This design comes from an exercise in tuning for small area, a short achievable clock period and few clock cycles per item on the open sky130 flow, not from production work. At most, simulation tests tie the RTL to the original design; equivalence was not proved. Only the layout flow was run in run 1; the RTL was not checked for function there. No activity file was given, so power comes from the tool's default toggle rates.

## design/flow/flow/run.sh

```bash
#!/bin/bash
cp standard.sh standard.sh.txt
export SETUP_SLACK_MARGIN=8
bash standard.sh > standard.log 2>&1
```

## design/flow/standard.sh

```bash
#!/bin/bash
# synth_recipe.tcl (not shown) runs the flow's synth.tcl, then flattens the netlist and writes it again
# the make line also repeats each setting of config.mk as NAME=value (left out here)
make -C /OpenROAD-flow-scripts/flow DESIGN_CONFIG=/design/flow/config.mk WORK_HOME=/design/flow/orfs CLKGATE_MAP_FILE= SYNTH_SCRIPT=/design/flow/synth_recipe.tcl "${@:-finish}"
```

## design/flow/config.mk

```make
export PLATFORM = sky130hd
export DESIGN_NAME = sic_receiver_candidate_table
export DESIGN_NICKNAME = sic_receiver_candidate_table
export VERILOG_FILES = /design/flow/design.v
export SDC_FILE = /design/flow/constraint.sdc
export NUM_CORES = 4
export LEC_CHECK = 0
export CAP_MARGIN = 20
export CORE_MARGIN = 2
export CORE_UTILIZATION = 40
export SLEW_MARGIN = 20
```

## design/flow/constraint.sdc

```tcl
create_clock -name core_clock -period 12.0 [get_ports {clk}]
set_input_delay 2.4000 -clock core_clock [delete_from_list [all_inputs] [get_ports {clk}]]
set_output_delay 2.4000 -clock core_clock [all_outputs]
set_load 0.01 [all_outputs]
```

## design/flow/design.v

```verilog
`timescale 1ns / 1ps
package sic_pkg;
	localparam int MaxSignals = 8;
	localparam int PowW = 48;
	localparam int IdW = 16;
	localparam int SumW = 52;
	localparam logic [1:0] OP_ARRIVE = 2'd0;
	localparam logic [1:0] OP_DECIDE = 2'd1;
	localparam logic [1:0] OP_TX_START = 2'd2;
	localparam logic [1:0] OP_TX_END = 2'd3;
	localparam logic [3:0] ST_OK = 4'd0;
	localparam logic [3:0] ST_ASLEEP = 4'd1;
	localparam logic [3:0] ST_TRANSMIT = 4'd2;
	localparam logic [3:0] ST_UNDECODABLE = 4'd3;
	localparam logic [3:0] ST_WEAK = 4'd4;
	localparam logic [3:0] ST_CHANNEL = 4'd5;
	localparam logic [3:0] ST_PERIOD = 4'd6;
	localparam logic [3:0] ST_MODULATION = 4'd7;
	localparam logic [3:0] ST_FULL = 4'd8;
	localparam logic [2:0] REG_SLEEP = 3'd0;
	localparam logic [2:0] REG_CHANNEL = 3'd1;
	localparam logic [2:0] REG_PERIOD = 3'd2;
	localparam logic [2:0] REG_MODULATION = 3'd3;
	localparam logic [2:0] REG_SENSITIVITY = 3'd4;
	localparam logic [2:0] REG_THRESHOLD = 3'd5;
endpackage
`timescale 1ns / 1ps
module sic_cell (
	input  logic clk,
	input  logic we,
	input  logic [sic_pkg::IdW-1:0] in_id,
	input  logic [sic_pkg::PowW-1:0] in_power,
	input  logic [sic_pkg::PowW-1:0] in_end,
	input  logic [sic_pkg::PowW-1:0] now,
	input  logic [sic_pkg::IdW-1:0] want_id,
	output logic [sic_pkg::IdW-1:0] id,
	output logic [sic_pkg::PowW-1:0] power,
	output logic ge,        
	output logic expired,   
	output logic id_eq      
);
	logic [sic_pkg::PowW-1:0] end_q;
	always_ff @(posedge clk) begin
		if (we) begin
			id <= in_id; power <= in_power; end_q <= in_end;
		end
	end
	assign ge = (power >= in_power);
	assign expired = (now > end_q);
	assign id_eq = (id == want_id);
endmodule
`timescale 1ns / 1ps
module sic_receiver_candidate_table #(
	parameter int MAX_SIGNALS = sic_pkg::MaxSignals
) (
	input  logic clk,
	input  logic arst_n,
	input  logic in_valid,
	output logic in_stall,
	input  logic [1:0] op,
	input  logic [15:0] signal_id,
	input  logic [47:0] signal_power,
	input  logic [7:0] signal_channel,
	input  logic [19:0] signal_period,
	input  logic [7:0] signal_modulation,
	input  logic [47:0] end_time,
	input  logic [47:0] now,
	input  logic [47:0] noise_power,
	output logic out_valid,
	input  logic out_stall,
	output logic [3:0] status,
	output logic [3:0] stored_count,
	input  logic cfg_valid,
	output logic cfg_ready,
	input  logic [2:0] cfg_index,
	input  logic [47:0] cfg_data
);
	localparam int N = MAX_SIGNALS;
	localparam int PW = sic_pkg::PowW;
	localparam int SW = sic_pkg::SumW;
	localparam int CW = SW + 18;       
	localparam int QD = 8;
	localparam int QW = $clog2(QD);
	logic sleep_q;
	logic [7:0] chan_q, mod_q;
	logic [19:0] period_q;
	logic [PW-1:0] sens_q;
	logic [15:0] thr_q;
	logic tx_q;
	logic [15:0] tx_id_q;
	logic [N-1:0] valid_q;
	logic [N*N-1:0] ord_q;           
	logic [1:0] b_vld;               
	logic b_rd, b_wr;                
	logic [N-1:0] b_mask [2];
	logic [PW-1:0] b_noise [2];
	logic [N-1:0] b_match [2];
	logic [QW-1:0] b_idx [2];
	logic [N-1:0] held;              
	logic [N-1:0] w_q;               
	logic [SW-1:0] racc_q;           
	logic [N-1:0] wm_q;              
	logic [QW-1:0] eidx_q;           
	logic efirst_q;                  
	logic a_v, a_m, a_last, a_first;
	logic [PW-1:0] a_p;
	logic [SW-1:0] a_r;
	logic [QW-1:0] a_idx;
	logic b2_v, b2_m, b2_last, b2_first;
	logic [CW-1:0] b2_s, b2_c;
	logic [QW-1:0] b2_idx;
	logic ok_q;
	logic [3:0] q_st [QD];
	logic [3:0] q_cnt [QD];
	logic [QD-1:0] q_rdy;
	logic [QW-1:0] q_head, q_tail;
	logic [QW:0] q_occ;
	logic r0_v;
	logic [1:0] r0_op;
	logic [15:0] r0_id;
	logic [PW-1:0] r0_a;             
	logic [PW-1:0] r0_b;             
	logic r0_weak, r0_fch, r0_fper, r0_fmod;
	always_ff @(posedge clk or negedge arst_n) begin
		if (!arst_n) begin
			r0_v <= 1'b0; stall_q <= 1'b0;
		end else begin
			r0_v <= r0v_n; stall_q <= stall_n;
		end
	end
	always_ff @(posedge clk) begin
		r0_op <= op;
		r0_id <= signal_id;
		r0_a <= (op == sic_pkg::OP_ARRIVE) ? signal_power : noise_power;
		r0_b <= (op == sic_pkg::OP_ARRIVE) ? end_time : now;
		r0_weak <= (signal_power < sens_q);
		r0_fch <= (signal_channel != chan_q);
		r0_fper <= (signal_period != period_q);
		r0_fmod <= (signal_modulation != mod_q);
		expd <= expd_n;
		idm <= (ideq_in & ~free1) | (free1 & {N{ideq_new}});
	end
	assign exp_new = (now > r0_b);
	assign expd_n = (expd_in & ~free1) | (free1 & {N{exp_new}});
	assign ideq_new = (signal_id == r0_id);
	logic [15:0] s_id [N];
	logic [PW-1:0] s_pw [N];
	logic [N-1:0] ge, expd_in, ideq_in, expd, idm, free1;
	logic exp_new, ideq_new;
	for (genvar g = 0; g < N; g++) begin : g_slot
		sic_cell u_cell (
			.clk(clk), .we(free1[g]), .in_id(r0_id), .in_power(r0_a),
			.in_end(r0_b), .now(now), .want_id(signal_id), .id(s_id[g]), .power(s_pw[g]),
			.ge(ge[g]), .expired(expd_in[g]), .id_eq(ideq_in[g])
		);
	end
	logic [N*N-1:0] ahd;
	for (genvar i = 0; i < N; i++) begin : g_ahd_r
		for (genvar j = 0; j < N; j++) begin : g_ahd_c
			if (i < j) begin : g_lt
				assign ahd[i*N+j] = ord_q[i*N+j];
			end else if (i > j) begin : g_gt
				assign ahd[i*N+j] = !ord_q[j*N+i];
			end else begin : g_eq
				assign ahd[i*N+j] = 1'b0;
			end
		end
	end
	logic take, acc, is_arr, is_dec, is_txs, is_txe, dec_run, dec_walk, arr_ok;
	logic [3:0] arr_st, acc_st, acc_cnt, live_cnt, valid_cnt;
	logic [N-1:0] live;
	logic eng_free;
	assign cfg_ready = 1'b1;
	logic ov_q;
	logic [3:0] st_q, cnt_q;
	assign out_valid = ov_q;
	assign status = st_q;
	assign stored_count = cnt_q;
	assign take = out_valid && !out_stall;
	assign held = w_q | (b_vld[0] ? b_mask[0] : '0) | (b_vld[1] ? b_mask[1] : '0);
	logic stall_q, stall_n, r0v_n;
	logic [N-1:0] valid_n, w_n, held_n, expd_n, bmask0_n, bmask1_n;
	logic [1:0] b_vld_n;
	logic [QW:0] q_occ_n;
	assign in_stall = stall_q;
	assign r0v_n = in_valid && !stall_q;
	assign stall_n = ((q_occ_n + (QW+1)'(r0v_n)) >= (QW+1)'(QD))
		|| (&b_vld_n) || (|b_vld_n && r0v_n && op == sic_pkg::OP_DECIDE && ((w_n & (w_n - N'(1))) != '0))
		|| ((~valid_n & held_n) != '0) || (r0v_n && op == sic_pkg::OP_DECIDE && (expd_n & held_n) != '0);
	assign acc = r0_v;
	assign is_arr = acc && r0_op == sic_pkg::OP_ARRIVE;
	assign is_dec = acc && r0_op == sic_pkg::OP_DECIDE;
	assign is_txs = acc && r0_op == sic_pkg::OP_TX_START;
	assign is_txe = acc && r0_op == sic_pkg::OP_TX_END;
	assign dec_run = is_dec && !sleep_q && !tx_q;
	logic [N-1:0] lmatch;
	assign lmatch = live & idm;
	assign dec_walk = dec_run && (lmatch != '0);
	always_comb begin
		if (sleep_q) arr_st = sic_pkg::ST_ASLEEP;
		else if (tx_q) arr_st = sic_pkg::ST_TRANSMIT;
		else if (r0_weak) arr_st = sic_pkg::ST_WEAK;
		else if (r0_fch) arr_st = sic_pkg::ST_CHANNEL;
		else if (r0_fper) arr_st = sic_pkg::ST_PERIOD;
		else if (r0_fmod) arr_st = sic_pkg::ST_MODULATION;
		else if (&valid_q) arr_st = sic_pkg::ST_FULL;
		else arr_st = sic_pkg::ST_OK;
	end
	assign arr_ok = (arr_st == sic_pkg::ST_OK);
	always_comb begin
		free1 = '0;
		for (int i = N - 1; i >= 0; i--) if (!valid_q[i] && !held[i]) free1 = N'(1) << i;
	end
	assign live = valid_q & ~expd;
	always_comb begin
		valid_cnt = '0;
		live_cnt = '0;
		for (int i = 0; i < N; i++) begin
			valid_cnt = valid_cnt + 4'(valid_q[i]);
			live_cnt = live_cnt + 4'(live[i]);
		end
	end
	always_comb begin
		acc_st = sic_pkg::ST_OK;
		acc_cnt = valid_cnt;
		case (r0_op)
			sic_pkg::OP_ARRIVE: begin
				acc_st = arr_st;
				if (arr_ok) acc_cnt = valid_cnt + 4'd1;
			end
			sic_pkg::OP_DECIDE: begin
				if (sleep_q) acc_st = sic_pkg::ST_ASLEEP;
				else if (tx_q) acc_st = sic_pkg::ST_TRANSMIT;
				else begin
					acc_st = sic_pkg::ST_UNDECODABLE;
					acc_cnt = live_cnt;
				end
			end
			sic_pkg::OP_TX_START: if (sleep_q) acc_st = sic_pkg::ST_ASLEEP;
			default: ;
		endcase
	end
	assign eng_free = ((w_q & (w_q - N'(1))) == '0);
	logic [N-1:0] tail;
	always_comb begin
		for (int i = 0; i < N; i++)
			tail[i] = w_q[i] & ~|(w_q & ahd[i*N +: N]);
	end
	logic [PW-1:0] pick_pw;
	always_comb begin
		pick_pw = '0;
		for (int i = 0; i < N; i++) pick_pw = pick_pw | (s_pw[i] & {PW{tail[i]}});
	end
	logic [CW-1:0] csa_s, csa_c;
	logic [CW-1:0] pp [17];
	for (genvar j = 0; j < 16; j++) begin : g_pp
		assign pp[j] = thr_q[j] ? (CW'(a_r) << j) : '0;
	end
	assign pp[16] = ~(CW'({a_p, 8'd0}));
	logic [CW-1:0] cs_s0, cs_c0;
	assign cs_s0 = pp[0] ^ pp[1] ^ pp[2];
	assign cs_c0 = ((pp[0] & pp[1]) | (pp[0] & pp[2]) | (pp[1] & pp[2])) << 1;
	logic [CW-1:0] cs_s1, cs_c1;
	assign cs_s1 = pp[3] ^ pp[4] ^ pp[5];
	assign cs_c1 = ((pp[3] & pp[4]) | (pp[3] & pp[5]) | (pp[4] & pp[5])) << 1;
	logic [CW-1:0] cs_s2, cs_c2;
	assign cs_s2 = pp[6] ^ pp[7] ^ pp[8];
	assign cs_c2 = ((pp[6] & pp[7]) | (pp[6] & pp[8]) | (pp[7] & pp[8])) << 1;
	logic [CW-1:0] cs_s3, cs_c3;
	assign cs_s3 = pp[9] ^ pp[10] ^ pp[11];
	assign cs_c3 = ((pp[9] & pp[10]) | (pp[9] & pp[11]) | (pp[10] & pp[11])) << 1;
	logic [CW-1:0] cs_s4, cs_c4;
	assign cs_s4 = pp[12] ^ pp[13] ^ pp[14];
	assign cs_c4 = ((pp[12] & pp[13]) | (pp[12] & pp[14]) | (pp[13] & pp[14])) << 1;
	logic [CW-1:0] cs_s5, cs_c5;
	assign cs_s5 = cs_s0 ^ cs_c0 ^ cs_s1;
	assign cs_c5 = ((cs_s0 & cs_c0) | (cs_s0 & cs_s1) | (cs_c0 & cs_s1)) << 1;
	logic [CW-1:0] cs_s6, cs_c6;
	assign cs_s6 = cs_c1 ^ cs_s2 ^ cs_c2;
	assign cs_c6 = ((cs_c1 & cs_s2) | (cs_c1 & cs_c2) | (cs_s2 & cs_c2)) << 1;
	logic [CW-1:0] cs_s7, cs_c7;
	assign cs_s7 = cs_s3 ^ cs_c3 ^ cs_s4;
	assign cs_c7 = ((cs_s3 & cs_c3) | (cs_s3 & cs_s4) | (cs_c3 & cs_s4)) << 1;
	logic [CW-1:0] cs_s8, cs_c8;
	assign cs_s8 = cs_c4 ^ pp[15] ^ pp[16];
	assign cs_c8 = ((cs_c4 & pp[15]) | (cs_c4 & pp[16]) | (pp[15] & pp[16])) << 1;
	logic [CW-1:0] cs_s9, cs_c9;
	assign cs_s9 = cs_s5 ^ cs_c5 ^ cs_s6;
	assign cs_c9 = ((cs_s5 & cs_c5) | (cs_s5 & cs_s6) | (cs_c5 & cs_s6)) << 1;
	logic [CW-1:0] cs_s10, cs_c10;
	assign cs_s10 = cs_c6 ^ cs_s7 ^ cs_c7;
	assign cs_c10 = ((cs_c6 & cs_s7) | (cs_c6 & cs_c7) | (cs_s7 & cs_c7)) << 1;
	logic [CW-1:0] cs_s11, cs_c11;
	assign cs_s11 = cs_s9 ^ cs_c9 ^ cs_s10;
	assign cs_c11 = ((cs_s9 & cs_c9) | (cs_s9 & cs_s10) | (cs_c9 & cs_s10)) << 1;
	logic [CW-1:0] cs_s12, cs_c12;
	assign cs_s12 = cs_c10 ^ cs_s8 ^ cs_c8;
	assign cs_c12 = ((cs_c10 & cs_s8) | (cs_c10 & cs_c8) | (cs_s8 & cs_c8)) << 1;
	logic [CW-1:0] cs_s13, cs_c13;
	assign cs_s13 = cs_s11 ^ cs_c11 ^ cs_s12;
	assign cs_c13 = ((cs_s11 & cs_c11) | (cs_s11 & cs_s12) | (cs_c11 & cs_s12)) << 1;
	logic [CW-1:0] cs_s14, cs_c14;
	assign cs_s14 = cs_s13 ^ cs_c13 ^ cs_c12;
	assign cs_c14 = ((cs_s13 & cs_c13) | (cs_s13 & cs_c12) | (cs_c13 & cs_c12)) << 1;
	assign csa_s = cs_s14;
	assign csa_c = cs_c14;
	logic [CW-1:0] sum;
	logic pass, ok_next;
	assign sum = b2_s + b2_c;
	assign pass = sum[CW-1];
	assign ok_next = pass && (b2_m || (!b2_first && ok_q));
	always_ff @(posedge clk or negedge arst_n) begin
		if (!arst_n) begin
			sleep_q <= 1'b0; chan_q <= '0; period_q <= 20'd91; mod_q <= '0;
			sens_q <= 48'd631; thr_q <= 16'd256;
		end else if (cfg_valid) begin
			case (cfg_index)
				sic_pkg::REG_SLEEP: sleep_q <= cfg_data[0];
				sic_pkg::REG_CHANNEL: chan_q <= cfg_data[7:0];
				sic_pkg::REG_PERIOD: period_q <= cfg_data[19:0];
				sic_pkg::REG_MODULATION: mod_q <= cfg_data[7:0];
				sic_pkg::REG_SENSITIVITY: sens_q <= cfg_data;
				sic_pkg::REG_THRESHOLD: thr_q <= cfg_data[15:0];
				default: ;
			endcase
		end
	end
	logic load_in, load_buf;
	assign load_buf = (b_vld != '0) && eng_free;
	assign load_in = dec_run && eng_free && (b_vld == '0);
	always_comb begin
		if (dec_run) valid_n = live;
		else if (is_arr && arr_ok) valid_n = valid_q | free1;
		else valid_n = valid_q;
		b_vld_n = b_vld;
		if (load_buf) b_vld_n[b_rd] = 1'b0;
		if (dec_walk && !load_in) b_vld_n[b_wr] = 1'b1;
		if (load_in) w_n = dec_walk ? live : '0;
		else if (load_buf) w_n = b_mask[b_rd];
		else w_n = w_q & ~tail;
		bmask0_n = (!b_vld[0] && !b_wr) ? live : b_mask[0];
		bmask1_n = (!b_vld[1] && b_wr) ? live : b_mask[1];
		held_n = w_n | (b_vld_n[0] ? bmask0_n : '0) | (b_vld_n[1] ? bmask1_n : '0);
	end
	assign q_occ_n = q_occ + (QW+1)'(acc) - (QW+1)'(take);
	always_ff @(posedge clk or negedge arst_n) begin
		if (!arst_n) begin
			tx_q <= 1'b0; tx_id_q <= '0;
			valid_q <= '0;
			b_vld <= '0; b_rd <= 1'b0; b_wr <= 1'b0; w_q <= '0; a_v <= 1'b0; b2_v <= 1'b0;
		end else begin
			if (is_txs && !sleep_q) begin
				tx_q <= 1'b1; tx_id_q <= r0_id;
			end
			if (is_txe && tx_q && tx_id_q == r0_id) tx_q <= 1'b0;
			valid_q <= valid_n;
			b_vld <= b_vld_n;
			if (load_buf) b_rd <= !b_rd;
			if (dec_walk && !load_in) b_wr <= !b_wr;
			w_q <= w_n;
			a_v <= (w_q != '0);
			b2_v <= a_v;
		end
	end
	always_ff @(posedge clk) begin
		for (int i = 0; i < N; i++)
			for (int j = i + 1; j < N; j++) begin
				if (free1[j]) ord_q[i*N+j] <= ge[i];
				else if (free1[i]) ord_q[i*N+j] <= !ge[j];
			end
	end
	always_ff @(posedge clk) begin
		if (!b_vld[b_wr]) begin
			b_mask[b_wr] <= live; b_noise[b_wr] <= r0_a; b_match[b_wr] <= lmatch; b_idx[b_wr] <= q_tail;
		end
		if (load_in) begin
			racc_q <= SW'(r0_a); wm_q <= lmatch; eidx_q <= q_tail; efirst_q <= 1'b1;
		end else if (load_buf) begin
			racc_q <= SW'(b_noise[b_rd]); wm_q <= b_match[b_rd]; eidx_q <= b_idx[b_rd]; efirst_q <= 1'b1;
		end else if (w_q != '0) begin
			racc_q <= racc_q + SW'(pick_pw); efirst_q <= 1'b0;
		end
		a_p <= pick_pw;
		a_r <= racc_q;
		a_m <= |(tail & wm_q);
		a_last <= ((w_q & ~tail) == '0);
		a_first <= efirst_q;
		a_idx <= eidx_q;
		b2_s <= csa_s;
		b2_c <= csa_c;
		b2_m <= a_m;
		b2_last <= a_last;
		b2_first <= a_first;
		b2_idx <= a_idx;
		if (b2_v) ok_q <= ok_next;
	end
	logic fin;
	assign fin = b2_v && b2_last;
	logic [3:0] q_st_n [QD];
	logic [3:0] q_cnt_n [QD];
	logic [QD-1:0] q_rdy_n;
	logic [QW-1:0] q_head_n;
	always_comb begin
		for (int i = 0; i < QD; i++) begin
			q_st_n[i] = q_st[i];
			q_cnt_n[i] = q_cnt[i];
			q_rdy_n[i] = q_rdy[i];
			if (take && q_head == QW'(i)) q_rdy_n[i] = 1'b0;
			if (acc && q_tail == QW'(i)) begin
				q_st_n[i] = acc_st; q_cnt_n[i] = acc_cnt; q_rdy_n[i] = !dec_walk;
			end
			if (fin && b2_idx == QW'(i)) begin
				q_st_n[i] = ok_next ? sic_pkg::ST_OK : sic_pkg::ST_UNDECODABLE;
				q_rdy_n[i] = 1'b1;
			end
		end
	end
	assign q_head_n = take ? q_head + 1'b1 : q_head;
	always_ff @(posedge clk or negedge arst_n) begin
		if (!arst_n) begin
			q_rdy <= '0; q_head <= '0; q_tail <= '0; q_occ <= '0; ov_q <= 1'b0;
		end else begin
			q_rdy <= q_rdy_n;
			q_head <= q_head_n;
			if (acc) q_tail <= q_tail + 1'b1;
			q_occ <= q_occ_n;
			ov_q <= q_rdy_n[q_head_n];
		end
	end
	always_ff @(posedge clk) begin
		for (int i = 0; i < QD; i++) begin
			q_st[i] <= q_st_n[i]; q_cnt[i] <= q_cnt_n[i];
		end
		st_q <= q_st_n[q_head_n];
		cnt_q <= q_cnt_n[q_head_n];
	end
endmodule
```

==> run notes, run 1 <==
status timing/DRC/antenna clean; min cycle time layout 4770 ps; worst-margin pin slew 1150 ps; Setup crit start kind register; overall power 32.5 mW; initial antenna violation count 22; Crit Path Class register to register; Max-Slew Margin vs Limit 22.8%; vias 77292; Final Non-Filler Cells 14071; area of the multi-input gates 59800 um^2; period utilization 39.7%; FMAX 210 MHz; die width 527 um; largest net degree at the start of global routing 80; Yosys cell types 100; core region area 271000 um^2; IO Port Bufs 311; r2r startpoint w_q[1]; Mapped Cells 9657; most frequent cells in the layout inv_1 (1348), edfxtp_1 (1118), ha_1 (981); Most Frequent Cell on Critical Path a21o_1; largest stage delay on the critical path 410 ps; Hold Buf Count CTS 0; Ys Warns 14; metal2 WL 164000 um; gr usage total 24.8%; Root Driver clkbuf_16; Syn-to-layout area delta 21.3%; FF+latch count, synth 1737; Iter 0 DRT Violations 6116; global placer's final weighted congestion 0.937; Worst-path clk slew 60 ps; synthesized area 109000 um^2; Hold Crit Start a_idx[0]; Worst Setup End Kind register; Peak VDD IR 0.367 mV; Post-DP Area 117000 um^2; clock tree buffer depth 4; final setup violation count 0; Final Hold Viols 0; IO Pins 313; cell family with the largest share of critical-path delay compound AO/OA/AOI/OAI gates; worst-path maximum fanout 7; Antenna Nets Post-Route 0; post-DP HPWL 233000 um; Residual DRC 0; HP Class register to register; CTS buffer count 202; syn_area_per_cell 11.3 um^2; Slew Limit Fails 0; CTS tree built; number of fill cells 23751; pwr dens 245 nW/um^2; met3 routed wirelength 22100 um; crit path buf inv count 3; Worst Clk Skew 119 ps; LEAKAGE 56.3 nW; first-pass GRT wire length 517000 um; placed cell count 13316; Die H 527 um; drt wl/cell 24.8 um; top sig layer met5; final WL 349000 um; RSZ-0062 raised after global routing true; asr flop ratio synth 9.27%; Worst Path Arrival 5290 ps; TritonCTS Sinks 1737; DIE AREA 277000 um^2; number of global-route vias before repair 80885; Remaining Overflow, GRT 0; Register Area 46900 um^2; # nets final 12458; sequential fraction of the synthesis area 42.8%; layout cells sized above 1 19.9%; CP required 12520 ps; Post-synth EDFFs 1118; clk latency of the worst-skew pair 930 ps; Fin Setup TNS 0 ps; fin util 48.8%; Final Cell Area 132000 um^2; most common library cell in the layout ignoring fill and taps inv_1; ys flop type edfxtp_1; CP max stage cell dfrtp_2; Metal-1 WL 143000 um; Starting Density 40.3%; vias per inst 5.49; r2r setup slk 7230 ps; CTS H-tree depth 4; TritonRoute pass-1 iters 8; syn nets 11790; Max Cap Viol 0; worst setup path start w_q[1]; num rows 191; Cell Chain, Critical Path inv_4 > nor2_1 > nor4_4 > and2_4 > buf_8 > a22o_1 > a221oi_2 > nand3_2 > ha_4 > a21o_1 > a21o_1 > a221oi_4 > o21ai_4 > o22a_1 > a31o_4 > buf_6 > xor2_4 > a211oi_2 > a21oi_2
-- flip-flops by register name (all words and copies together), names as in the netlist, 28 cells and up --
| register | flops |
|---|---|
| a_p | 48 |
| a_r | 52 |
| ahd | 28 |
| b2_c | 68 |
| b2_s | 67 |
| b_noise | 96 |
| g_slot.u_cell.end_q | 384 |
| g_slot.u_cell.id | 128 |
| g_slot.u_cell.power | 384 |
| q_cnt | 32 |
| q_st | 32 |
| r0_a | 48 |
| r0_b | 48 |
| racc_q | 52 |
| sens_q | 48 |
-- cell usage after synthesis, types with 180 or more instances --
cell | number | area share [%]
and2_1 | 697 | 4.0
nand4_1 | 199 | 1.1
fa_1 | 761 | 14
clkbuf_1 | 268 | 0.92
a21oi_1 | 411 | 1.9
nand2_1 | 518 | 1.8
inv_1 | 1536 | 5.3
mux2_2 | 180 | 1.9
ha_1 | 1070 | 12
edfxtp_1 | 1118 | 31
nor2_1 | 258 | 0.89
o21ai_0 | 308 | 1.4
a21o_1 | 244 | 1.7
dfxtp_1 | 458 | 8.4
-- where the power goes --
part	leakage (nW)	internal, mW	switching (mW)
clock network	3.34	3.76	2.64
registers	16.1	7.53	0.589
logic	36.9	8.01	9.94
-- cell families (layout without fill, tap and decap cells) --
kind of cell	after synthesis	in the layout	synth area share [%]
xor gates and xnor gates	247	247	1.98
buffers and inverters	1843	2672	6.39
and+or+nand+nor	2153	2156	10.4
DFF	1737	1737	42.8
AOI/OAI and AO/OA	1584	1584	9.49
other	1	13	0.00343
adders and majority gates	1832	1832	26.2
muxes	260	260	2.65
-- through the flow --
| step | hold slack, ps | worst slack, ps |
|---|---|---|
| 6_report | 327 | 7230 |
| 5_1_grt | 333 | 7130 |
| 4_1_cts | 324 | 7340 |
| 3_5_place_dp | 315 | 5230 |
| 3_3_place_gp | 314 | 4910 |
| 2_1_floorplan | 310 | 7000 |
-- worst register-to-register path, stage by stage, from the launching register on --
cell and delay (ps):
dfrtp_2 410, inv_4 90, nor2_1 270, nor4_4 100
and2_4 230, buf_8 150, a22o_1 200, a221oi_2 230
nand3_2 250, ha_4 330, a21o_1 160, a21o_1 220
a221oi_4 400, o21ai_4 150, o22a_1 270, a31o_4 270
buf_6 140, xor2_4 160, a211oi_2 260, a21oi_2 90
-- per-layer routing --
layer  track usage (%)  up-vias
met5                 0        -
met4              11.9        8
met3              3.29      766
met2              41.4     2840
met1              31.9    39150
li1                  -    34528
-- what timing repair did --
item	in CTS	in global routing
pin swaps	571	344
setup buffers	255	69
endpoints found under the setup margin	868	341
gates cloned	47	2
gates resized for setup	1242	431
-- final cells by class --
class | instances | area share, %
antenna | 12 | 0.0227
clock buffer | 265 | 4.32
clock inverter | 103 | 0.847
inverter | 1540 | 4.43
multi-input combinational | 6080 | 45.2
sequential | 1737 | 35.4
tap | 3570 | 3.37
timing repair buffer | 760 | 6.44
timing repair inverter | 4 | 0.0170
-- worst paths after layout --
kind                       cells past startpoint          to
setup / recovery                              19  racc_q[36]
hold reg to reg                                0   b2_idx[0]
setup reg to reg                              19  racc_q[36]
max in group asynchronous                      3    thr_q[9]
hold / removal                                 0   b2_idx[0]
min in group asynchronous                      1  tx_id_q[9]
==> inputs of run 2 (changes only) <==
--- a/design/flow/design.v
+++ b/design/flow/design.v
@@ -30,7 +30,8 @@
 	input  logic we,
 	input  logic [sic_pkg::IdW-1:0] in_id,
 	input  logic [sic_pkg::PowW-1:0] in_power,
-	input  logic [sic_pkg::PowW-1:0] in_end,
+	input  logic [sic_pkg::PowW-1:0] in_power_n,  
+	input  logic [sic_pkg::PowW-1:0] in_end_n,    
 	input  logic [sic_pkg::PowW-1:0] now,
 	input  logic [sic_pkg::IdW-1:0] want_id,
 	output logic [sic_pkg::IdW-1:0] id,
@@ -39,14 +40,17 @@
 	output logic expired,   
 	output logic id_eq      
 );
-	logic [sic_pkg::PowW-1:0] end_q;
+	logic [sic_pkg::PowW-1:0] end_nq;    
+	logic [sic_pkg::PowW:0] ge_sum, exp_sum;
 	always_ff @(posedge clk) begin
 		if (we) begin
-			id <= in_id; power <= in_power; end_q <= in_end;
+			id <= in_id; power <= in_power; end_nq <= in_end_n;
 		end
 	end
-	assign ge = (power >= in_power);
-	assign expired = (now > end_q);
+	assign ge_sum = {1'b0, power} + {1'b0, in_power_n} + 1'b1;
+	assign ge = ge_sum[sic_pkg::PowW];
+	assign exp_sum = {1'b0, now} + {1'b0, end_nq};
+	assign expired = exp_sum[sic_pkg::PowW];
 	assign id_eq = (id == want_id);
 endmodule
 `timescale 1ns / 1ps
@@ -79,12 +83,12 @@
 	localparam int PW = sic_pkg::PowW;
 	localparam int SW = sic_pkg::SumW;
 	localparam int CW = SW + 18;       
-	localparam int QD = 8;
+	localparam int QD = 16;
 	localparam int QW = $clog2(QD);
 	logic sleep_q;
 	logic [7:0] chan_q, mod_q;
 	logic [19:0] period_q;
-	logic [PW-1:0] sens_q;
+	logic [PW-1:0] sens_nq;          
 	logic [15:0] thr_q;
 	logic tx_q;
 	logic [15:0] tx_id_q;
@@ -98,16 +102,21 @@
 	logic [QW-1:0] b_idx [2];
 	logic [N-1:0] held;              
 	logic [N-1:0] w_q;               
-	logic [SW-1:0] racc_q;           
+	logic [PW-1:0] enoise_q;         
 	logic [N-1:0] wm_q;              
 	logic [QW-1:0] eidx_q;           
 	logic efirst_q;                  
+	logic t_v, t_m, t_last, t_first;
+	logic [N-1:0] t_sel;
+	logic [PW-1:0] t_noise;
+	logic [QW-1:0] t_idx;
+	logic [SW-1:0] racc_q;           
 	logic a_v, a_m, a_last, a_first;
 	logic [PW-1:0] a_p;
 	logic [SW-1:0] a_r;
 	logic [QW-1:0] a_idx;
 	logic b2_v, b2_m, b2_last, b2_first;
-	logic [CW-1:0] b2_s, b2_c;
+	logic [CW-1:0] b2_r0, b2_r1, b2_r2;
 	logic [QW-1:0] b2_idx;
 	logic ok_q;
 	logic [3:0] q_st [QD];
@@ -119,7 +128,7 @@
 	logic [1:0] r0_op;
 	logic [15:0] r0_id;
 	logic [PW-1:0] r0_a;             
-	logic [PW-1:0] r0_b;             
+	logic [PW-1:0] r0_endn;          
 	logic r0_weak, r0_fch, r0_fper, r0_fmod;
 	always_ff @(posedge clk or negedge arst_n) begin
 		if (!arst_n) begin
@@ -132,25 +141,30 @@
 		r0_op <= op;
 		r0_id <= signal_id;
 		r0_a <= (op == sic_pkg::OP_ARRIVE) ? signal_power : noise_power;
-		r0_b <= (op == sic_pkg::OP_ARRIVE) ? end_time : now;
-		r0_weak <= (signal_power < sens_q);
+		r0_endn <= ~end_time;
+		r0_weak <= !weak_sum[PW];
 		r0_fch <= (signal_channel != chan_q);
 		r0_fper <= (signal_period != period_q);
 		r0_fmod <= (signal_modulation != mod_q);
 		expd <= expd_n;
 		idm <= (ideq_in & ~free1) | (free1 & {N{ideq_new}});
 	end
-	assign exp_new = (now > r0_b);
+	logic [PW:0] weak_sum, expn_sum;
+	assign weak_sum = {1'b0, signal_power} + {1'b0, sens_nq} + 1'b1;
+	assign expn_sum = {1'b0, now} + {1'b0, r0_endn};
+	assign exp_new = expn_sum[PW];
 	assign expd_n = (expd_in & ~free1) | (free1 & {N{exp_new}});
 	assign ideq_new = (signal_id == r0_id);
 	logic [15:0] s_id [N];
 	logic [PW-1:0] s_pw [N];
 	logic [N-1:0] ge, expd_in, ideq_in, expd, idm, free1;
 	logic exp_new, ideq_new;
+	logic [PW-1:0] r0_an;
+	assign r0_an = ~r0_a;
 	for (genvar g = 0; g < N; g++) begin : g_slot
 		sic_cell u_cell (
-			.clk(clk), .we(free1[g]), .in_id(r0_id), .in_power(r0_a),
-			.in_end(r0_b), .now(now), .want_id(signal_id), .id(s_id[g]), .power(s_pw[g]),
+			.clk(clk), .we(free1[g]), .in_id(r0_id), .in_power(r0_a), .in_power_n(r0_an),
+			.in_end_n(r0_endn), .now(now), .want_id(signal_id), .id(s_id[g]), .power(s_pw[g]),
 			.ge(ge[g]), .expired(expd_in[g]), .id_eq(ideq_in[g])
 		);
 	end
@@ -167,7 +181,7 @@
 		end
 	end
 	logic take, acc, is_arr, is_dec, is_txs, is_txe, dec_run, dec_walk, arr_ok;
-	logic [3:0] arr_st, acc_st, acc_cnt, live_cnt, valid_cnt;
+	logic [3:0] arr_st, acc_st, valid_cnt;
 	logic [N-1:0] live;
 	logic eng_free;
 	assign cfg_ready = 1'b1;
@@ -179,14 +193,15 @@
 	assign take = out_valid && !out_stall;
 	assign held = w_q | (b_vld[0] ? b_mask[0] : '0) | (b_vld[1] ? b_mask[1] : '0);
 	logic stall_q, stall_n, r0v_n;
-	logic [N-1:0] valid_n, w_n, held_n, expd_n, bmask0_n, bmask1_n;
+	logic [N-1:0] valid_n, w_n, held_n, wr_n, expd_n, bmask0_n, bmask1_n;
 	logic [1:0] b_vld_n;
 	logic [QW:0] q_occ_n;
 	assign in_stall = stall_q;
 	assign r0v_n = in_valid && !stall_q;
 	assign stall_n = ((q_occ_n + (QW+1)'(r0v_n)) >= (QW+1)'(QD))
 		|| (&b_vld_n) || (|b_vld_n && r0v_n && op == sic_pkg::OP_DECIDE && ((w_n & (w_n - N'(1))) != '0))
-		|| ((~valid_n & held_n) != '0) || (r0v_n && op == sic_pkg::OP_DECIDE && (expd_n & held_n) != '0);
+		|| (((~valid_n & held_n) != '0) && ((wr_n & (wr_n - N'(1))) == '0))
+		|| (r0v_n && op == sic_pkg::OP_DECIDE && held_n != '0 && wr_n == '0);
 	assign acc = r0_v;
 	assign is_arr = acc && r0_op == sic_pkg::OP_ARRIVE;
 	assign is_dec = acc && r0_op == sic_pkg::OP_DECIDE;
@@ -214,26 +229,21 @@
 	assign live = valid_q & ~expd;
 	always_comb begin
 		valid_cnt = '0;
-		live_cnt = '0;
 		for (int i = 0; i < N; i++) begin
 			valid_cnt = valid_cnt + 4'(valid_q[i]);
-			live_cnt = live_cnt + 4'(live[i]);
 		end
 	end
 	always_comb begin
 		acc_st = sic_pkg::ST_OK;
-		acc_cnt = valid_cnt;
 		case (r0_op)
 			sic_pkg::OP_ARRIVE: begin
 				acc_st = arr_st;
-				if (arr_ok) acc_cnt = valid_cnt + 4'd1;
 			end
 			sic_pkg::OP_DECIDE: begin
 				if (sleep_q) acc_st = sic_pkg::ST_ASLEEP;
 				else if (tx_q) acc_st = sic_pkg::ST_TRANSMIT;
 				else begin
 					acc_st = sic_pkg::ST_UNDECODABLE;
-					acc_cnt = live_cnt;
 				end
 			end
 			sic_pkg::OP_TX_START: if (sleep_q) acc_st = sic_pkg::ST_ASLEEP;
@@ -247,11 +257,13 @@
 			tail[i] = w_q[i] & ~|(w_q & ahd[i*N +: N]);
 	end
 	logic [PW-1:0] pick_pw;
+	logic [SW-1:0] r_pick;
 	always_comb begin
 		pick_pw = '0;
-		for (int i = 0; i < N; i++) pick_pw = pick_pw | (s_pw[i] & {PW{tail[i]}});
+		for (int i = 0; i < N; i++) pick_pw = pick_pw | (s_pw[i] & {PW{t_sel[i]}});
 	end
-	logic [CW-1:0] csa_s, csa_c;
+	assign r_pick = t_first ? SW'(t_noise) : racc_q;
+	logic [CW-1:0] csa_r0, csa_r1, csa_r2;
 	logic [CW-1:0] pp [17];
 	for (genvar j = 0; j < 16; j++) begin : g_pp
 		assign pp[j] = thr_q[j] ? (CW'(a_r) << j) : '0;
@@ -299,27 +311,27 @@
 	logic [CW-1:0] cs_s13, cs_c13;
 	assign cs_s13 = cs_s11 ^ cs_c11 ^ cs_s12;
 	assign cs_c13 = ((cs_s11 & cs_c11) | (cs_s11 & cs_s12) | (cs_c11 & cs_s12)) << 1;
-	logic [CW-1:0] cs_s14, cs_c14;
-	assign cs_s14 = cs_s13 ^ cs_c13 ^ cs_c12;
-	assign cs_c14 = ((cs_s13 & cs_c13) | (cs_s13 & cs_c12) | (cs_c13 & cs_c12)) << 1;
-	assign csa_s = cs_s14;
-	assign csa_c = cs_c14;
-	logic [CW-1:0] sum;
+	assign csa_r0 = cs_s13;
+	assign csa_r1 = cs_c13;
+	assign csa_r2 = cs_c12;
+	logic [CW-1:0] sum, fs, fc;
+	assign fs = b2_r0 ^ b2_r1 ^ b2_r2;
+	assign fc = ((b2_r0 & b2_r1) | (b2_r0 & b2_r2) | (b2_r1 & b2_r2)) << 1;
 	logic pass, ok_next;
-	assign sum = b2_s + b2_c;
+	assign sum = fs + fc;
 	assign pass = sum[CW-1];
 	assign ok_next = pass && (b2_m || (!b2_first && ok_q));
 	always_ff @(posedge clk or negedge arst_n) begin
 		if (!arst_n) begin
 			sleep_q <= 1'b0; chan_q <= '0; period_q <= 20'd91; mod_q <= '0;
-			sens_q <= 48'd631; thr_q <= 16'd256;
+			sens_nq <= ~48'd631; thr_q <= 16'd256;
 		end else if (cfg_valid) begin
 			case (cfg_index)
 				sic_pkg::REG_SLEEP: sleep_q <= cfg_data[0];
 				sic_pkg::REG_CHANNEL: chan_q <= cfg_data[7:0];
 				sic_pkg::REG_PERIOD: period_q <= cfg_data[19:0];
 				sic_pkg::REG_MODULATION: mod_q <= cfg_data[7:0];
-				sic_pkg::REG_SENSITIVITY: sens_q <= cfg_data;
+				sic_pkg::REG_SENSITIVITY: sens_nq <= ~cfg_data;
 				sic_pkg::REG_THRESHOLD: thr_q <= cfg_data[15:0];
 				default: ;
 			endcase
@@ -341,13 +353,14 @@
 		bmask0_n = (!b_vld[0] && !b_wr) ? live : b_mask[0];
 		bmask1_n = (!b_vld[1] && b_wr) ? live : b_mask[1];
 		held_n = w_n | (b_vld_n[0] ? bmask0_n : '0) | (b_vld_n[1] ? bmask1_n : '0);
+		wr_n = ~valid_n & ~held_n;
 	end
 	assign q_occ_n = q_occ + (QW+1)'(acc) - (QW+1)'(take);
 	always_ff @(posedge clk or negedge arst_n) begin
 		if (!arst_n) begin
 			tx_q <= 1'b0; tx_id_q <= '0;
 			valid_q <= '0;
-			b_vld <= '0; b_rd <= 1'b0; b_wr <= 1'b0; w_q <= '0; a_v <= 1'b0; b2_v <= 1'b0;
+			b_vld <= '0; b_rd <= 1'b0; b_wr <= 1'b0; w_q <= '0; t_v <= 1'b0; a_v <= 1'b0; b2_v <= 1'b0;
 		end else begin
 			if (is_txs && !sleep_q) begin
 				tx_q <= 1'b1; tx_id_q <= r0_id;
@@ -358,7 +371,8 @@
 			if (load_buf) b_rd <= !b_rd;
 			if (dec_walk && !load_in) b_wr <= !b_wr;
 			w_q <= w_n;
-			a_v <= (w_q != '0);
+			t_v <= (w_q != '0);
+			a_v <= t_v;
 			b2_v <= a_v;
 		end
 	end
@@ -374,20 +388,28 @@
 			b_mask[b_wr] <= live; b_noise[b_wr] <= r0_a; b_match[b_wr] <= lmatch; b_idx[b_wr] <= q_tail;
 		end
 		if (load_in) begin
-			racc_q <= SW'(r0_a); wm_q <= lmatch; eidx_q <= q_tail; efirst_q <= 1'b1;
+			enoise_q <= r0_a; wm_q <= lmatch; eidx_q <= q_tail; efirst_q <= 1'b1;
 		end else if (load_buf) begin
-			racc_q <= SW'(b_noise[b_rd]); wm_q <= b_match[b_rd]; eidx_q <= b_idx[b_rd]; efirst_q <= 1'b1;
+			enoise_q <= b_noise[b_rd]; wm_q <= b_match[b_rd]; eidx_q <= b_idx[b_rd]; efirst_q <= 1'b1;
 		end else if (w_q != '0) begin
-			racc_q <= racc_q + SW'(pick_pw); efirst_q <= 1'b0;
+			efirst_q <= 1'b0;
 		end
+		t_sel <= tail;
+		t_noise <= enoise_q;
+		t_m <= |(tail & wm_q);
+		t_last <= ((w_q & ~tail) == '0);
+		t_first <= efirst_q;
+		t_idx <= eidx_q;
+		if (t_v) racc_q <= r_pick + SW'(pick_pw);
 		a_p <= pick_pw;
-		a_r <= racc_q;
-		a_m <= |(tail & wm_q);
-		a_last <= ((w_q & ~tail) == '0);
-		a_first <= efirst_q;
-		a_idx <= eidx_q;
-		b2_s <= csa_s;
-		b2_c <= csa_c;
+		a_r <= r_pick;
+		a_m <= t_m;
+		a_last <= t_last;
+		a_first <= t_first;
+		a_idx <= t_idx;
+		b2_r0 <= csa_r0;
+		b2_r1 <= csa_r1;
+		b2_r2 <= csa_r2;
 		b2_m <= a_m;
 		b2_last <= a_last;
 		b2_first <= a_first;
@@ -407,7 +429,10 @@
 			q_rdy_n[i] = q_rdy[i];
 			if (take && q_head == QW'(i)) q_rdy_n[i] = 1'b0;
 			if (acc && q_tail == QW'(i)) begin
-				q_st_n[i] = acc_st; q_cnt_n[i] = acc_cnt; q_rdy_n[i] = !dec_walk;
+				q_st_n[i] = acc_st; q_rdy_n[i] = 1'b0;
+			end
+			if (c_v && c_idx == QW'(i)) begin
+				q_cnt_n[i] = valid_cnt; q_rdy_n[i] = !c_walk;
 			end
 			if (fin && b2_idx == QW'(i)) begin
 				q_st_n[i] = ok_next ? sic_pkg::ST_OK : sic_pkg::ST_UNDECODABLE;
@@ -416,6 +441,16 @@
 		end
 	end
 	assign q_head_n = take ? q_head + 1'b1 : q_head;
+	logic c_v, c_walk;
+	logic [QW-1:0] c_idx;
+	always_ff @(posedge clk or negedge arst_n) begin
+		if (!arst_n) c_v <= 1'b0;
+		else c_v <= acc;
+	end
+	always_ff @(posedge clk) begin
+		c_walk <= dec_walk;
+		c_idx <= q_tail;
+	end
 	always_ff @(posedge clk or negedge arst_n) begin
 		if (!arst_n) begin
 			q_rdy <= '0; q_head <= '0; q_tail <= '0; q_occ <= '0; ov_q <= 1'b0;
==> run notes, run 2 <==
Worst Path Arrival 4860 ps; Starting Density 40.2%; Ys Warns 14; most frequent cells in the layout edfxtp_1 (1173), ha_1 (1000), inv_1 (868); CP max stage cell a2111oi_4; clk latency of the worst-skew pair 890 ps; sequential fraction of the synthesis area 46.3%; largest net degree at the start of global routing 75; drt wl/cell 24.4 um; clock tree buffer depth 4; num rows 195; final WL 339000 um; asr flop ratio synth 8.74%; Setup crit start kind primary input; FMAX 243 MHz; Root Driver clkbuf_16; initial antenna violation count 24; core region area 282000 um^2; IO Port Bufs 311; ys flop type edfxtp_1; vias 75866; Worst Clk Skew 65.7 ps; Die H 536 um; min cycle time layout 4110 ps; DIE AREA 288000 um^2; CTS buffer count 219; # nets final 12011; Slew Limit Fails 0; Mapped Cells 9364; Worst-path clk slew 60 ps; worst-margin pin slew 1140 ps; metal2 WL 163000 um; period utilization 34.2%; Peak VDD IR 0.172 mV; Max Cap Viol 0; largest cells by area after synthesis edfxtp_1 (31%), fa_1 (13%), ha_1 (12%); layout cells sized above 1 13.2%; Final Hold Viols 0; count leader, synth edfxtp_1; Post-synth EDFFs 1173; Remaining Overflow, GRT 0; Residual DRC 0; synthesized area 113000 um^2; IO Pins 313; number of fill cells 25215; syn nets 11468; Syn-to-layout area delta 17.1%; first-pass GRT wire length 504000 um; global placer's final weighted congestion 0.940; vias per inst 5.47; Final Cell Area 133000 um^2; Largest regs g_slot.u_cell.end_nq x384, g_slot.u_cell.power x384, g_slot.u_cell.id x128; Max-Slew Margin vs Limit 23.6%; status timing/DRC/antenna clean; Cell Chain, Critical Path buf_12 > ha_4 > a31o_4 > a21o_1 > a21o_1 > a21o_1 > a2111oi_4 > o21ai_2 > a221oi_4 > o31a_1 > o31ai_1 > a21oi_1 > o21ai_1; Post-synth top cells edfxtp_1 (1173), ha_1 (1045), inv_1 (879); LEAKAGE 54.8 nW; Post-DP Area 121000 um^2; Worst Setup End Kind register; syn_area_per_cell 12.1 um^2; Fin Setup TNS 0 ps; post-DP HPWL 236000 um; Iter 0 DRT Violations 6071; Antenna Nets Post-Route 0; pwr dens 180 nW/um^2; TritonCTS Sinks 1991; met3 routed wirelength 19600 um; worst-path maximum fanout 5; FF+latch count, synth 1991; Yosys cell types 101; Metal-1 WL 139000 um; TritonRoute pass-1 iters 8; largest stage delay on the critical path 370 ps; top cell type's share of synthesized area 31.1%; final setup violation count 0; RSZ-0062 raised after global routing true; number of global-route vias before repair 79904; dpl ws 5510 ps; gr usage total 23.1%; setup ws final 7890 ps; top sig layer met5; CP required 12750 ps; CTS H-tree depth 4; Synth area leader edfxtp_1; CTS tree built; Most Frequent Cell on Critical Path a21o_1; die width 536 um; most common library cell in the layout ignoring fill and taps edfxtp_1; Crit Path Class primary input to register; HP Class register to register
run 2: timing repair:
action	4_1_cts	5_1_grt
pin swaps	76	111
buffers inserted	113	97
endpoints found under the setup margin	655	164
gates cloned	13	4
hold buffers	0	0
gates resized for setup	456	238
run 2: per-layer routing:
metal / global-route usage (%) / vias up
li1: - / 34192
met1: 29.6 / 38571
met2: 38.9 / 2426
met3: 3.02 / 661
met4: 10.7 / 16
met5: 0 / -
run 2: critical path, delay by kind of cell:
kind,cells,cell delay [ps]
adder cells (fa/ha/maj),1,210
buffers and inverters,1,120
AO/OA/AOI/OAI,11,2120
run 2: final timing paths:
check                          from         end  slack, ps  cells after the start
max reg2reg                t_sel[4]  racc_q[51]       7950                     18
min                        a_idx[0]   b2_idx[0]        320                      0
max in group asynchronous    arst_n   thr_q[11]       9060                      2
min in group asynchronous    arst_n    mod_q[5]       1470                      1
max                          now[1]     expd[0]       7890                     13
min reg2reg                a_idx[0]   b2_idx[0]        320                      0
run 2: metrics by stage:
step	hold WS (ps)	cells	utilization [%]	power [mW]
6_report	325	13861	47.1	23.9
5_1_grt	326	13851	47.1	25.8
4_1_cts	325	13729	46.4	24.1
3_5_place_dp	312	13202	43.0	16.9
3_3_place_gp	313	13199	43.0	16.6
2_1_floorplan	310	9364	-	14.2
run 2: kinds of logic (layout without fill, tap and decap cells):
kind of cell,Yosys count,count (layout),share of synthesized area (%)
adder cells (fa/ha/maj),1805,1805,24.9
multiplexers,304,304,2.91
XOR/XNOR,254,254,1.96
buffers and inverters,1187,1910,3.96
other,1,32,0.00331
AND/OR/NAND/NOR,2164,2164,10.2
AO/OA/AOI/OAI,1658,1658,9.69
flip-flops,1991,1991,46.3
run 2: area by class of cell:
type                            instances  area (um^2)  area share (%)
Timing Repair inverter                  3         26.3          0.0198
Antenna cell                           31         77.6          0.0584
Clock inverter                         96          992           0.747
Tap cell                             3743         4680            3.53
Timing Repair Buffer                  618         6280            4.73
Inverter                              888         3450            2.60
Multi-Input combinational cell       6186        58200            43.8
Sequential cell                      1991        52600            39.6
Clock buffer                          305         6420            4.83
run 2: power breakdown:
part / leakage, nW / switching, mW / internal, mW / total, mW
combinational: 32.9 / 4.85 / 3.62 / 8.47
sequential: 18.3 / 0.478 / 8.05 / 8.53
clock: 3.63 / 2.88 / 4.06 / 6.94
Testbench counts of run 2, summed over its fixed seeds: cycles 5,901, items 4,800.
==> inputs of run 3 (changes only) <==
--- a/design/flow/design.v
+++ b/design/flow/design.v
@@ -107,7 +107,7 @@
 	logic [QW-1:0] eidx_q;           
 	logic efirst_q;                  
 	logic t_v, t_m, t_last, t_first;
-	logic [N-1:0] t_sel;
+	logic [N-1:0] t_sel, t_sel2;
 	logic [PW-1:0] t_noise;
 	logic [QW-1:0] t_idx;
 	logic [SW-1:0] racc_q;           
@@ -256,11 +256,28 @@
 		for (int i = 0; i < N; i++)
 			tail[i] = w_q[i] & ~|(w_q & ahd[i*N +: N]);
 	end
-	logic [PW-1:0] pick_pw;
+	logic [N-1:0] behind, w2, tail2, pick2;
+	always_comb begin
+		for (int j = 0; j < N; j++) begin
+			behind[j] = 1'b0;
+			for (int i = 0; i < N; i++) behind[j] = behind[j] | (wm_q[i] & w_q[i] & ahd[i*N + j]);
+		end
+	end
+	assign w2 = w_q & ~tail;
+	always_comb begin
+		for (int i = 0; i < N; i++)
+			tail2[i] = w2[i] & ~|(w2 & ahd[i*N +: N]);
+	end
+	assign pick2 = ((tail2 & behind) != '0) ? tail2 : '0;
+	logic [PW-1:0] pick_pw, pick_pw2;
 	logic [SW-1:0] r_pick;
 	always_comb begin
 		pick_pw = '0;
-		for (int i = 0; i < N; i++) pick_pw = pick_pw | (s_pw[i] & {PW{t_sel[i]}});
+		pick_pw2 = '0;
+		for (int i = 0; i < N; i++) begin
+			pick_pw = pick_pw | (s_pw[i] & {PW{t_sel[i]}});
+			pick_pw2 = pick_pw2 | (s_pw[i] & {PW{t_sel2[i]}});
+		end
 	end
 	assign r_pick = t_first ? SW'(t_noise) : racc_q;
 	logic [CW-1:0] csa_r0, csa_r1, csa_r2;
@@ -349,7 +366,7 @@
 		if (dec_walk && !load_in) b_vld_n[b_wr] = 1'b1;
 		if (load_in) w_n = dec_walk ? live : '0;
 		else if (load_buf) w_n = b_mask[b_rd];
-		else w_n = w_q & ~tail;
+		else w_n = w_q & ~tail & ~pick2;
 		bmask0_n = (!b_vld[0] && !b_wr) ? live : b_mask[0];
 		bmask1_n = (!b_vld[1] && b_wr) ? live : b_mask[1];
 		held_n = w_n | (b_vld_n[0] ? bmask0_n : '0) | (b_vld_n[1] ? bmask1_n : '0);
@@ -395,12 +412,13 @@
 			efirst_q <= 1'b0;
 		end
 		t_sel <= tail;
+		t_sel2 <= pick2;
 		t_noise <= enoise_q;
 		t_m <= |(tail & wm_q);
-		t_last <= ((w_q & ~tail) == '0);
+		t_last <= ((w_q & ~tail & ~pick2) == '0);
 		t_first <= efirst_q;
 		t_idx <= eidx_q;
-		if (t_v) racc_q <= r_pick + SW'(pick_pw);
+		if (t_v) racc_q <= r_pick + SW'(pick_pw) + SW'(pick_pw2);
 		a_p <= pick_pw;
 		a_r <= r_pick;
 		a_m <= t_m;
==> design/flow/flow/run.sh (replaced) <==
#!/bin/bash
cp standard.sh standard.sh.txt
export SETUP_SLACK_MARGIN=7
bash standard.sh > standard.log 2>&1
==> run notes, run 3 <==
worst setup path start r0_a[16]; sequential fraction of the synthesis area 45.0%; largest stage delay on the critical path 730 ps; setup ws final 6940 ps; Hold Buf Count CTS 0; HP Class register to register; most common library cell in the layout ignoring fill and taps edfxtp_1; number of global-route vias before repair 83494; first-pass GRT wire length 547000 um; Crit Path Class register to register; IO Pins 313; Mapped Cells 9755; Yosys cell types 106; Die H 545 um; Max-Slew Margin vs Limit 22.8%; Syn-to-layout area delta 13.9%; CTS buffer count 220; final WL 366000 um; Final Cell Area 133000 um^2; placed cell count 13697; asr flop ratio synth 8.70%; LEAKAGE 54.3 nW; largest net degree at the start of global routing 135; dpl ws 5090 ps; FMAX 197 MHz; Starting Density 40.2%; crit path buf inv count 1; vias per inst 5.64; Residual DRC 0; CP required 12730 ps; TritonRoute pass-1 iters 10; CP max stage cell dfxtp_1; RSZ-0062 raised after global routing true; min cycle time layout 5060 ps; Remaining Overflow, GRT 0; clk latency of the worst-skew pair 920 ps; Final Hold Viols 0; Slew Limit Fails 0; DIE AREA 297000 um^2; core region area 291000 um^2; Worst Path Arrival 5790 ps; Ys Warns 14; status timing/DRC/antenna clean; Fin Setup TNS 0 ps; Setup crit start kind register; CTS H-tree depth 4; pwr dens 224 nW/um^2; Worst-path clk slew 70 ps; Largest regs g_slot.u_cell.end_nq x384, g_slot.u_cell.power x384, g_slot.u_cell.id x128; number of fill cells 26241; syn nets 11907; drt wl/cell 25.7 um; Synth area leader edfxtp_1; worst-margin pin slew 1150 ps; TritonCTS Sinks 1999; worst-path maximum fanout 12; synthesized area 117000 um^2; final setup violation count 0; count leader, synth edfxtp_1; global placer's final weighted congestion 0.940; Root Driver clkbuf_16; num rows 198; Hold Crit Start t_last; Cell Chain, Critical Path inv_1 > ha_1 > a21o_1 > a21o_1 > a21o_1 > a21o_1 > a21oi_1 > o21ai_0 > a2111oi_0 > o211ai_1 > and4b_1 > o21ai_1 > a21boi_0; Worst Clk Skew 59.5 ps; post-DP HPWL 263000 um; Final Non-Filler Cells 14242; largest cells by area after synthesis edfxtp_1 (30%), fa_1 (14%), ha_1 (11%); period utilization 42.2%; most frequent cells in the layout edfxtp_1 (1173), ha_1 (1045), inv_1 (854); ys flop type edfxtp_1; # nets final 12198; die width 545 um; Register Area 52700 um^2; initial antenna violation count 33; syn_area_per_cell 12.0 um^2; cell family with the largest share of critical-path delay compound AO/OA/AOI/OAI gates; layout cells sized above 1 8.23%; r2r startpoint r0_a[16]; Antenna Nets Post-Route 0; Post-DP Area 124000 um^2; clock tree buffer depth 4; area of the multi-input gates 60200 um^2; IO Port Bufs 311; Peak VDD IR 0.243 mV; Most Frequent Cell on Critical Path a21o_1; Max Cap Viol 0; Post-synth EDFFs 1173; top cell type's share of synthesized area 30.1%; FF+latch count, synth 1999; vias 80349; Post-synth top cells edfxtp_1 (1173), ha_1 (1045), inv_1 (860); gr usage total 24.6%; Iter 0 DRT Violations 7782; Worst Setup End Kind register; CTS tree built
[run 3: per-stage QoR]
stage / hold WS, ps / power (mW) / utilization [%]
finish: 317 / 29.8 / 45.8
global route: 336 / 32.7 / 45.8
CTS: 314 / 30.1 / 45.6
detailed placement: 315 / 22.7 / 42.8
global placement: 310 / 22.3 / 42.8
floorplan: 310 / 18.4 / -
[run 3: worst paths after layout]
path                                     to  slack (ps)  depth (start not counted)
max in group asynchronous          thr_q[5]        9260                          2
worst max-delay path                ahd[21]        6940                         13
worst max register to register      ahd[21]        6940                         13
worst min-delay path                 a_last         320                          0
min in group asynchronous       tx_id_q[15]        1420                          1
worst min register to register       a_last         320                          0
[run 3: area by class of cell]
type | instances | share of cell area, %
clock buffer | 304 | 4.72
tap | 3900 | 3.66
antenna | 104 | 0.195
inverter | 867 | 2.48
clock inverter | 110 | 1.14
timing repair buffer | 406 | 3.08
sequential | 1999 | 39.6
multi-input combinational | 6552 | 45.2
[run 3: metal layers]
layer	share of wire (%)	wire length, um	global-route usage (%)	up-vias
met2	46	168000	39.0	3511
met1	42	154000	33.0	40492
li1	-	-	-	35494
met3	7.7	28100	4.41	846
met5	0.0098	36	0	-
met4	4.5	16400	10.4	6
[run 3: repair_timing]
action                     in CTS  in global routing
gates resized for setup        66                 47
setup endpoints to repair      35                 23
hold endpoints to repair        0                  0
pin swaps                       3                 11
setup buffers                  13                 12
[run 3: cells by family after synthesis]
kind of cell               synth area share [%]
DFF                                        45.0
and+or+nand+nor                            10.5
xor gates and xnor gates                   1.84
buffers and inverters                      3.90
muxes                                      3.32
other                                   0.00320
AOI/OAI and AO/OA                          10.5
adders and majority gates                  25.0
[run 3: where the power goes]
part           switching [mW]  internal [mW]  leakage, nW
Combinational            7.71           5.73         32.1
Clock                    2.95           4.33         3.78
Sequential              0.722           8.37         18.4
Total                    11.4           18.4         54.3
[run 3: worst reg2reg max path: stages, from the launching register on]
cell and delay [ps]:
dfxtp_1 730, inv_1 360, ha_1 300, a21o_1 190, a21o_1 180, a21o_1 170
a21o_1 170, a21oi_1 150, o21ai_0 170, a2111oi_0 710, o211ai_1 420, and4b_1 400
o21ai_1 690, a21boi_0 260
Testbench counts of run 3, summed over its fixed seeds: cycles 5,537, items 4,800.
==> inputs of run 4 (changes only) <==
==> design/flow/flow/run.sh (replaced) <==
#!/bin/bash
cp standard.sh standard.sh.txt
export SETUP_SLACK_MARGIN=8
bash standard.sh > standard.log 2>&1
==> run notes, run 4 <==
count leader, synth edfxtp_1; min cycle time layout 4680 ps; layout cells sized above 1 12.9%; largest stage delay on the critical path 620 ps; status timing/DRC/antenna clean; clock tree buffer depth 4; number of global-route vias before repair 83859; TritonCTS Sinks 1999; CP max stage cell fa_1; LEAKAGE 55.4 nW; Max-Slew Margin vs Limit 16.3%; Root Driver clkbuf_16; # nets final 12377; RSZ-0062 raised after global routing true; IO Port Bufs 311; largest cells by area after synthesis edfxtp_1 (30%), fa_1 (14%), ha_1 (11%); Crit Path Class register to register; Iter 0 DRT Violations 7604; die width 545 um; IO Pins 313; Worst Clk Skew 59.5 ps; Remaining Overflow, GRT 0; Post-synth top cells edfxtp_1 (1173), ha_1 (1045), inv_1 (860); pwr dens 219 nW/um^2; Fin Setup TNS 0 ps; post-DP HPWL 262000 um; Residual DRC 0; final WL 375000 um; most common library cell in the layout ignoring fill and taps edfxtp_1; r2r setup slk 7320 ps; period utilization 39.0%; global placer's final weighted congestion 0.969; Peak VDD IR 0.264 mV; drt wl/cell 26.1 um; ys flop type edfxtp_1; Max Cap Viol 0; worst-margin pin slew 1260 ps; asr flop ratio synth 8.70%; Ys Warns 14; gr usage total 24.9%; worst-path maximum fanout 48; HP Class register to register; Yosys cell types 106; most frequent cells in the layout edfxtp_1 (1173), ha_1 (1012), inv_1 (840); initial antenna violation count 32; CTS tree built; Post-synth EDFFs 1173; Slew Limit Fails 0; Most Frequent Cell on Critical Path a31oi_4; sequential fraction of the synthesis area 45.0%; Syn-to-layout area delta 16.8%; top cell type's share of synthesized area 30.1%; placed cell count 13708; Antenna Nets Post-Route 0; largest net degree at the start of global routing 119; syn_area_per_cell 12.0 um^2; number of fill cells 26012; core region area 291000 um^2; syn nets 11907; Mapped Cells 9755; Cell Chain, Critical Path buf_12 > a22oi_2 > nand4_1 > fa_1 > ha_2 > inv_2 > fa_2 > nor2b_4 > o31a_1 > o2111ai_2 > nand2_2 > a31oi_4 > o21ai_4 > a31oi_4 > o211ai_1 > buf_4 > nand2_4 > o21ai_2 > xor2_1; TritonRoute pass-1 iters 6; CTS buffer count 224; DIE AREA 297000 um^2; Worst Setup End Kind register; synthesized area 117000 um^2; first-pass GRT wire length 553000 um; FF-to-FF path depth 19; vias 81255; Die H 545 um; clk latency of the worst-skew pair 940 ps; Hold Path Depth 0; Final Non-Filler Cells 14389; Largest regs g_slot.u_cell.end_nq x384, g_slot.u_cell.power x384, g_slot.u_cell.id x128; Starting Density 40.2%; CTS H-tree depth 4; Synth area leader edfxtp_1; FMAX 213 MHz; CP required 12630 ps; Worst Path Arrival 5320 ps; Worst-path clk slew 60 ps; final setup violation count 0; vias per inst 5.65; num rows 198; Final Hold Viols 0; FF+latch count, synth 1999; Setup crit start kind register
==> run 4: cell count changes in the layout (fill, tap and decap cells not counted), sizes merged <==
cell,delta
diode,-37
clkinv,+22
clkinvlp,+11
clkbuf,+11
clkdlybuf4s50,-39
dlymetal6s2s,-11
dlygate4sd2,+15
inv,-6
buf,+181
bufinv,-17
clkdlybuf4s15,+13
bufbuf,+4
==> run 4: layout make-up <==
class	count	area (um^2)	share of cell area (%)
Tap cell	3900	4880	3.57
Sequential cell	1999	52800	38.6
Timing Repair inverter	2	10.0	0.00732
Clock buffer	305	6380	4.66
Multi-Input combinational cell	6552	61700	45.1
Antenna cell	67	168	0.123
Clock inverter	118	1190	0.869
Timing Repair Buffer	579	6190	4.53
Inverter	867	3340	2.44
==> run 4: cell families (layout without fill, tap and decap cells) <==
group	count (synthesis)	after routing	synth area share [%]
AO/OA/AOI/OAI	1807	1807	10.5
XOR/XNOR	246	246	1.84
adder cells (fa/ha/maj)	1852	1852	25.0
buffers and inverters	1204	1871	3.90
flip-flops	1999	1999	45.0
multiplexers	361	361	3.32
other	1	68	0.00320
AND/OR/NAND/NOR	2285	2285	10.5
==> run 4: layer usage <==
layer | global-route usage [%] | routed length (um)
met5 | 0 | 110
met4 | 10.4 | 17500
met3 | 4.77 | 29900
met2 | 39.9 | 172000
met1 | 33.0 | 155000
==> run 4: where the power goes <==
part,internal (mW),leakage [nW],switching (mW)
combinational,5.93,33.4,7.86
clock,4.05,3.70,2.97
sequential,8.37,18.3,0.739
==> run 4: path summary, 6_finish.rpt <==
check | start | to
worst min-delay path | t_idx[1] | a_idx[1]
max in group asynchronous | arst_n | valid_q[1]
worst min register to register | t_idx[1] | a_idx[1]
worst max-delay path | t_sel[5] | racc_q[51]
min in group asynchronous | arst_n | mod_q[1]
worst max register to register | t_sel[5] | racc_q[51]
==> run 4: per-stage QoR <==
stage	hold WS, ps	setup slack [ps]	util, %	power (mW)	area, um^2
finish	320	7320	47.0	29.9	137000
global route	329	7210	47.0	32.8	137000
CTS	310	7500	46.4	30.2	135000
detailed placement	313	5720	42.9	22.7	125000
global placement	313	5780	42.9	22.4	125000
floorplan	310	6920	-	18.5	118000
==> run 4: timing repair <==
item / in CTS / in global routing
gates resized for setup: 513 / 172
pin swaps: 178 / 120
hold buffers: 0 / 0
setup buffers: 106 / 63
gates cloned: 14 / 6
setup endpoints to repair: 576 / 239
==> run 4: worst max-delay path, delay by kind of cell, from the launching register on <==
kind | cells | cell delay (ps)
AO/OA/AOI/OAI | 8 | 1620
XOR/XNOR | 1 | 80
adder cells (fa/ha/maj) | 3 | 1230
buffers and inverters | 3 | 410
flip-flops | 1 | 330
AND/OR/NAND/NOR | 4 | 600

==> separate check: timing with driven ports <==
How much do the figures lean on ideal ports? The routed layouts below were timed once more, with nothing changed but the port constraints. Step 1 (the two cells are an assumption about what drives the block):
set clk [get_ports {clk}]
set_driving_cell -lib_cell sky130_fd_sc_hd__clkbuf_16 $clk
set_driving_cell -lib_cell sky130_fd_sc_hd__buf_2 [delete_from_list [all_inputs] $clk]
Step 2, shift: input delay + t, output delay - t, t = (earliest + latest rising clock arrival at the registers) / 2. This alone moves slack from input paths to output paths. Slacks: ideal ports / drivers / drivers and shift; pairs: ideal ports / drivers.
run | t, ns | setup WS [ns] | hold WS [ns] | worst setup path at the end | worst register clock-pin slew, ns
run 1 | 0.963 | 7.230 / 7.230 / 6.579 | 0.327 / 0.327 / 0.327 | input to register | 0.07 / 0.07
run 2 | 0.955 | 7.892 / 7.887 / 6.932 | 0.325 / 0.325 / 0.325 | input to register | 0.07 / 0.07
run 3 | 0.998 | 6.936 / 6.936 / 6.149 | 0.317 / 0.317 / 0.317 | input to register | 0.07 / 0.07
run 4 | 1.010 | 7.315 / 7.315 / 6.701 | 0.320 / 0.320 / 0.320 | input to register | 0.07 / 0.07
After both steps setup and hold are still met in every run listed. The setup slack of run 2, which loses most, moves by -0.005 ns with the drivers and by -0.960 ns with both steps.
